Context: an optimization exercise on an open-source flow, tuned for small area, a short achievable clock period and few clock cycles per item. The choices shown serve that exercise and are no tape-out recipe.

## gregorian_date_difference_days
module gregorian_date_difference_days (
  input  logic        clk_i,
  input  logic        rst_ni,
  input  logic        s_axis_tvalid_i,
  output logic        s_axis_tready_o,
  input  logic [71:0] s_axis_tdata_i,
  output logic        m_axis_tvalid_o,
  input  logic        m_axis_tready_i,
  output logic [31:0] m_axis_tdata_o,
  output logic [0:0]  m_axis_tuser_o
);
Size: ~130 flip-flops.
export LEC_CHECK = 0
export CAP_MARGIN = 20
export CORE_MARGIN = 2
export CORE_UTILIZATION = 70
export CTS_BUF_LIST = sky130_fd_sc_hd__clkbuf_4 sky130_fd_sc_hd__clkbuf_8
export SLEW_MARGIN = 20
export SYNTH_HIERARCHICAL = 1
export SYNTH_MINIMUM_KEEP_SIZE = 0
create_clock -name core_clock -period 8.5 [get_ports {clk_i}]
standard.sh (not shown) runs the stock make flow with config.mk's settings and CLKGATE_MAP_FILE= SYNTH_SCRIPT=/design/flow/synth_recipe.tcl, a recipe that flattens the netlist after the stock synthesis.
==> flow/flow/run.sh <==
#!/bin/bash
# The standard layout, with the port buffers made from the platform's
# smallest plain buffer instead of the delay buffer the flow picks.
set -euo pipefail
export BUFFER_PORTS_ARGS="-buffer_cell sky130_fd_sc_hd__buf_1"
bash standard.sh > standard.log 2>&1
The first run finished with timing, DRC and antenna clean.
Change:
==> flow/flow/run.sh (replaced) <==
#!/bin/bash
# The standard layout, with the port buffers made from the platform's
# smallest plain buffer instead of the delay buffer the flow picks, and
# without half-adder cells (their logic is left to the gate mapper).
set -euo pipefail
export BUFFER_PORTS_ARGS="-buffer_cell sky130_fd_sc_hd__buf_1"
export DONT_USE_CELLS="sky130_fd_sc_hd__ha_1 sky130_fd_sc_hd__ha_2 sky130_fd_sc_hd__ha_4"
bash standard.sh > standard.log 2>&1
CORE_UTILIZATION = 50   (was 70)
First-iteration DRC count went down by 26%.
Core utilization went down by 21 points.
Clock-buffer cell count stays the same.
Via count went down by 3.2%.
Wire length went up by 2.3%.
Cell area went up by 1.0%.
Flip-flop and latch count stays the same.
Fmax went up by 0.48%.
Function was not checked in any run of this note: the RTL went through the layout flow alone.

========
== job 101 ==
Another version of the RTL of gregorian_date_difference_days (not shown whole).
Size in the first run: about 14000 um^2 of cells after synthesis.
==> flow/config.mk <==
export PLATFORM = sky130hd
export DESIGN_NAME = gregorian_date_difference_days
export DESIGN_NICKNAME = gregorian_date_difference_days
export VERILOG_FILES = /design/flow/design.v
export SDC_FILE = /design/flow/constraint.sdc
export NUM_CORES = 4
export LEC_CHECK = 0
export CAP_MARGIN = 20
export CORE_MARGIN = 2
export CORE_UTILIZATION = 50
export CTS_BUF_LIST = sky130_fd_sc_hd__clkbuf_4 sky130_fd_sc_hd__clkbuf_8
export SLEW_MARGIN = 20
export SYNTH_HIERARCHICAL = 1
export SYNTH_MINIMUM_KEEP_SIZE = 0
==> flow/constraint.sdc <==
create_clock -name core_clock -period 8.5 [get_ports {clk_i}]
set_input_delay 1.7000 -clock core_clock [delete_from_list [all_inputs] [get_ports {clk_i}]]
set_output_delay 1.7000 -clock core_clock [all_outputs]
set_load 0.01 [all_outputs]
==> flow/flow/run.sh <==
#!/bin/bash
# The standard layout, with the port buffers made from the platform's
# smallest plain buffer instead of the delay buffer the flow picks, and
# without half-adder cells (their logic is left to the gate mapper); the
# platform's own don't-use cells stay excluded.
set -euo pipefail
export BUFFER_PORTS_ARGS="-buffer_cell sky130_fd_sc_hd__buf_1"
DU=" sky130_fd_sc_hd__probe_p_8 sky130_fd_sc_hd__probec_p_8 sky130_fd_sc_hd__lpflow_bleeder_1 sky130_fd_sc_hd__lpflow_clkbufkapwr_1 sky130_fd_sc_hd__lpflow_clkbufkapwr_16 sky130_fd_sc_hd__lpflow_clkbufkapwr_2 sky130_fd_sc_hd__lpflow_clkbufkapwr_4 sky130_fd_sc_hd__lpflow_clkbufkapwr_8 sky130_fd_sc_hd__lpflow_clkinvkapwr_1 sky130_fd_sc_hd__lpflow_clkinvkapwr_16 sky130_fd_sc_hd__lpflow_clkinvkapwr_2 sky130_fd_sc_hd__lpflow_clkinvkapwr_4 sky130_fd_sc_hd__lpflow_clkinvkapwr_8 sky130_fd_sc_hd__lpflow_decapkapwr_12 sky130_fd_sc_hd__lpflow_decapkapwr_3 sky130_fd_sc_hd__lpflow_decapkapwr_4 sky130_fd_sc_hd__lpflow_decapkapwr_6 sky130_fd_sc_hd__lpflow_decapkapwr_8 sky130_fd_sc_hd__lpflow_inputiso0n_1 sky130_fd_sc_hd__lpflow_inputiso0p_1 sky130_fd_sc_hd__lpflow_inputiso1n_1 sky130_fd_sc_hd__lpflow_inputiso1p_1 sky130_fd_sc_hd__lpflow_inputisolatch_1 sky130_fd_sc_hd__lpflow_isobufsrc_1 sky130_fd_sc_hd__lpflow_isobufsrc_16 sky130_fd_sc_hd__lpflow_isobufsrc_2 sky130_fd_sc_hd__lpflow_isobufsrc_4 sky130_fd_sc_hd__lpflow_isobufsrc_8 sky130_fd_sc_hd__lpflow_isobufsrckapwr_16 sky130_fd_sc_hd__lpflow_lsbuf_lh_hl_isowell_tap_1 sky130_fd_sc_hd__lpflow_lsbuf_lh_hl_isowell_tap_2 sky130_fd_sc_hd__lpflow_lsbuf_lh_hl_isowell_tap_4 sky130_fd_sc_hd__lpflow_lsbuf_lh_isowell_4 sky130_fd_sc_hd__lpflow_lsbuf_lh_isowell_tap_1 sky130_fd_sc_hd__lpflow_lsbuf_lh_isowell_tap_2 sky130_fd_sc_hd__lpflow_lsbuf_lh_isowell_tap_4 # # Define fill cells  sky130_fd_sc_hd__ha_1 sky130_fd_sc_hd__ha_2 sky130_fd_sc_hd__ha_4"
bash standard.sh "DONT_USE_CELLS=$DU" finish > standard.log 2>&1
Inputs modified between job 101 and job 102:
# job 101
export LEC_CHECK = 0
export CAP_MARGIN = 20
export CORE_MARGIN = 2
export CORE_UTILIZATION = 50
export CTS_BUF_LIST = sky130_fd_sc_hd__clkbuf_4 sky130_fd_sc_hd__clkbuf_8
export SLEW_MARGIN = 20
export SYNTH_HIERARCHICAL = 1
export SYNTH_MINIMUM_KEEP_SIZE = 0
create_clock -name core_clock -period 8.5 [get_ports {clk_i}]
# job 102
export LEC_CHECK = 0
export CAP_MARGIN = 20
export CORE_MARGIN = 2
export CORE_UTILIZATION = 50
export CTS_BUF_LIST = sky130_fd_sc_hd__clkbuf_4 sky130_fd_sc_hd__clkbuf_8
export SETUP_SLACK_MARGIN = 4.35
export SLEW_MARGIN = 20
export SYNTH_HIERARCHICAL = 1
export SYNTH_MINIMUM_KEEP_SIZE = 0
create_clock -name core_clock -period 8.5 [get_ports {clk_i}]
==> comparison <==
Diff job 101..job 102 | area of placed instances | unchanged. Critical path depth in cells (lower): job 101. Job 101 has a lower cell area after layout than job 102. Wire length of the first global-routing pass for job 102: 1.3% up relative to job 101. Comparing arrival time at the worst endpoint for job 101 and job 102, the bigger number came from job 101. Summary of job 102 over job 101: count of clock-buffer cells in the layout increased 1; wire length now larger; number of global-route vias before repair grew by 267.
No functional check of the RTL was part of any run of this note.

## afterwards: timing with drivers on the ports
How much do the figures lean on ideal ports? The routed layouts below were timed once more, with nothing changed but the port constraints.
Step 1: set_driving_cell puts a clkbuf_16 on clk_i and a buf_2 on each other input, an assumption about the parent block.
Step 2, shift: input delay + t, output delay - t, t = (earliest + latest rising clock arrival at the registers) / 2. This alone moves slack from input paths to output paths.
a / b / c = no drivers / after step 1 / after step 2; a / b = the first two.
run | t (ns) | setup WS [ns] | worst setup path after step 2
the first run of note 1 | 0.487 | 4.162 / 4.147 / 3.947 | input to register
the second run of note 1 | 0.496 | 4.183 / 4.183 / 3.857 | input to register
job 101 | 0.478 | 4.229 / 4.229 / 4.197 | input to register
job 102 | 0.501 | 4.497 / 4.497 / 4.173 | input to register
After both steps every run listed still meets setup and hold. For the second run of note 1, which loses most, drivers alone change the setup slack by 0.000 ns; drivers and shift together by -0.326 ns.
